Background: an optimization exercise with open tools, aiming at small area, a short achievable clock period and few clock cycles per item. Do not read the settings as production practice. Function was checked by simulation only, so behaviour that the tests miss may differ from the original.

Setup of build 49:
==> flow/design.v (excerpt) <==
module line_follow_pid_drive (
    input  logic                                  aclk,
    input  logic                                  aresetn,
    input  logic                                  cfg_wr_en,
    input  logic [lfpd_pkg::CFG_IDX_W-1:0]        cfg_index,
    input  logic [lfpd_pkg::GAIN_W-1:0]           cfg_wdata,
    input  logic                                  s_valid,
    output logic                                  s_ready,
    input  logic [lfpd_pkg::SENSOR_W-1:0]         s_sensor_bits,
    output logic                                  m_valid,
    input  logic                                  m_ready,
    output logic signed [lfpd_pkg::DUTY_W-1:0]    m_left_duty,
    output logic signed [lfpd_pkg::DUTY_W-1:0]    m_right_duty,
    output logic                                  m_left_reverse,
    output logic                                  m_right_reverse,
    output logic                                  m_line_lost,
    output logic signed [lfpd_pkg::POS_W-1:0]     m_line_position
);
Size in the first run: about 2400 cells after synthesis, ~23000 µm² of cells after synthesis.
Settings: LEC_CHECK=0, CAP_MARGIN=20, CORE_MARGIN=2, CORE_UTILIZATION=40, SETUP_SLACK_MARGIN=3.5, SLEW_MARGIN=20; clock period 12.0 ns.
standard.sh (not shown) runs the stock make flow with config.mk's settings and CLKGATE_MAP_FILE= SYNTH_SCRIPT=/design/flow/synth_recipe.tcl, a recipe that flattens the netlist after the stock synthesis.
==> flow/flow/run.sh <==
#!/bin/bash
# Standard layout with one netlist step added after synthesis: flow/invopt.py
# removes inverters around the full adders of the synthesized netlist (a full
# adder is self-dual, so complementing all of its inputs complements its
# outputs). Registers and every other cell are left as synthesis made them.
set -euo pipefail
R=orfs/results/${FLOW_PLATFORM}/line_follow_pid_drive/base
bash standard.sh synth > synth.log 2>&1
cp "$R/1_2_yosys.v" "$R/1_2_yosys.std.v"
python3 flow/invopt.py "$R/1_2_yosys.std.v" "$R/1_2_yosys.v" > invopt.log 2>&1
rm -f "$R/1_synth.odb" "$R/1_synth.sdc"
bash standard.sh > layout.log 2>&1
Other scripts of this flow, unchanged in this note and not shown: flow/flow/invopt.py
Testbench counts of build 49, summed over its fixed seeds: cycles 1,944, items 1,920.
#### Input delta (trial 58 over build 49)
Settings: swapping 3.5 for 3 in SETUP_SLACK_MARGIN.
==> run notes <==
Compared with build 49, trial 58 shows a higher share of the final layout cell area in sequential cells. Result for trial 58 and build 49: all clean. Relative to build 49, total wire length has gone down in trial 58. Final hold slack: build 49 vs trial 58, no meaningful difference.

* * *

Starting RTL as in the previous note.
==> flow/config.mk <==
export PLATFORM = sky130hd
export DESIGN_NAME = line_follow_pid_drive
export DESIGN_NICKNAME = line_follow_pid_drive
export VERILOG_FILES = /design/flow/design.v
export SDC_FILE = /design/flow/constraint.sdc
export NUM_CORES = 4
export LEC_CHECK = 0
export ABC_AREA = 1
export CAP_MARGIN = 20
export CORE_MARGIN = 2
export CORE_UTILIZATION = 40
export SETUP_SLACK_MARGIN = 3
export SLEW_MARGIN = 20
==> flow/constraint.sdc <==
create_clock -name core_clock -period 12.0 [get_ports {aclk}]
set_input_delay 2.4000 -clock core_clock [delete_from_list [all_inputs] [get_ports {aclk}]]
set_output_delay 2.4000 -clock core_clock [all_outputs]
set_load 0.01 [all_outputs]
Scripts as last shown in full above: flow/flow/run.sh
Other scripts of this flow, unchanged in this note and not shown: flow/flow/invopt.py
Testbench counts at the start, summed over its fixed seeds: cycles 1,944, items 1,920.
Next try:
ABC_AREA = default   (was 1)
CORE_UTILIZATION = 55   (was 40)
SETUP_SLACK_MARGIN = 3.5   (was 3)
Via count went down by 9.7%. Worst setup slack is better by 0.16 ns. Cell area stays flat.

--- another note on this design; it stands on its own ---

==> 05-13: inputs <==
==> flow/design.v (excerpt) <==
module line_follow_pid_drive (
    input  logic                                  aclk,
    input  logic                                  aresetn,
    input  logic                                  cfg_wr_en,
    input  logic [lfpd_pkg::CFG_IDX_W-1:0]        cfg_index,
    input  logic [lfpd_pkg::GAIN_W-1:0]           cfg_wdata,
    input  logic                                  s_valid,
    output logic                                  s_ready,
    input  logic [lfpd_pkg::SENSOR_W-1:0]         s_sensor_bits,
    output logic                                  m_valid,
    input  logic                                  m_ready,
    output logic signed [lfpd_pkg::DUTY_W-1:0]    m_left_duty,
    output logic signed [lfpd_pkg::DUTY_W-1:0]    m_right_duty,
    output logic                                  m_left_reverse,
    output logic                                  m_right_reverse,
    output logic                                  m_line_lost,
    output logic signed [lfpd_pkg::POS_W-1:0]     m_line_position
);
Settings: LEC_CHECK=0, CAP_MARGIN=20, CORE_MARGIN=2, CORE_UTILIZATION=60, PLACE_DENSITY=0.7, SETUP_SLACK_MARGIN=3, SLEW_MARGIN=20; clock period 12.0 ns.
standard.sh (not shown) runs the stock make flow with config.mk's settings and CLKGATE_MAP_FILE= SYNTH_SCRIPT=/design/flow/synth_recipe.tcl, a recipe that flattens the netlist after the stock synthesis.
==> flow/flow/run.sh <==
#!/bin/bash
# Standard layout with one netlist step added after synthesis: flow/polopt.py
# chooses the output polarity of the full adders (self-dual: complementing all
# inputs complements the outputs) and of gates that have a complementary cell
# with the same pins (and2/nand2, o21a/o21ai, ...), to drop inverters.
# Registers and all other cells are left as synthesis made them.
set -euo pipefail
R=orfs/results/${FLOW_PLATFORM}/line_follow_pid_drive/base
bash standard.sh synth > synth.log 2>&1
cp "$R/1_2_yosys.v" "$R/1_2_yosys.std.v"
python3 flow/polopt.py "$R/1_2_yosys.std.v" "$R/1_2_yosys.v" > polopt.log 2>&1
rm -f "$R/1_synth.odb" "$R/1_synth.sdc"
bash standard.sh > layout.log 2>&1
Other scripts of this flow, unchanged in this note and not shown: flow/flow/polopt.py
==> 07-28 (differences from 05-13) <==
- CORE_UTILIZATION: 60 -> 40
- PLACE_DENSITY: 0.7 -> default
==> notes <==
07-28 ran to the end with no violations. 05-13 produced a clean layout.
Between 07-28 and 05-13, the lower final cell count is in 05-13 (gap about 9%, measured against 05-13).
Between 05-13 and 07-28, the lower count of clock-buffer cells in the layout is in 07-28 (gap 5).
Against 07-28, the worst hold slack of 05-13 is better by 0.0024 ns.
Between 07-28 and 05-13, the lower critical path depth is in 07-28 (gap 3).
Between 07-28 and 05-13, the lower maximum frequency is in 07-28 (gap 0.80%, measured against 05-13).
Area after synthesis is the same in 07-28 and 05-13.
Routed wire length: 05-13 is lower than 07-28 (about 4.7%).
First-iteration DRC count: 05-13 is higher than 07-28 (10%).
In 05-13 the register-to-register slack is higher than in 07-28, by 0.07 ns.
Testbench counts of 05-13, summed over its fixed seeds: cycles 1,944, items 1,920.
Testbench counts of 07-28, summed over its fixed seeds: cycles 1,944, items 1,920.

-- what the ideal ports hide --
How much do the figures lean on ideal ports? The routed layouts below were timed once more, with nothing changed but the port constraints.
Step 1 (the two cells are an assumption about what drives the block):
set clk [get_ports {aclk}]
set_driving_cell -lib_cell sky130_fd_sc_hd__clkbuf_16 $clk
set_driving_cell -lib_cell sky130_fd_sc_hd__buf_2 [delete_from_list [all_inputs] $clk]
Step 2, shift: input delay + t, output delay - t, t = (earliest + latest rising clock arrival at the registers) / 2. This alone moves slack from input paths to output paths.
Three values: no drivers, after step 1, after step 2; two values: the first two.
run | t, ns | setup slack, ns | worst register clock-pin slew, ns | worst slew at a driven data input, ns
build 49 | 0.494 | 3.389 / 3.389 / 3.389 | 0.07 / 0.07 | 0.03
trial 58 | 0.498 | 3.241 / 3.241 / 2.938 | 0.07 / 0.07 | 0.11
the first run of note 2 | 0.496 | 3.224 / 3.224 / 3.072 | 0.07 / 0.07 | 0.04
the second run of note 2 | 0.488 | 3.387 / 3.387 / 3.387 | 0.06 / 0.06 | 0.03
05-13 | 0.475 | 3.181 / 3.181 / 3.051 | 0.07 / 0.07 | 0.04
07-28 | 0.488 | 3.110 / 3.110 / 3.046 | 0.08 / 0.08 | 0.10
After both steps setup and hold are still met in every run listed. The setup slack of trial 58, which loses most, moves by 0.000 ns with the drivers and by -0.303 ns with both steps.
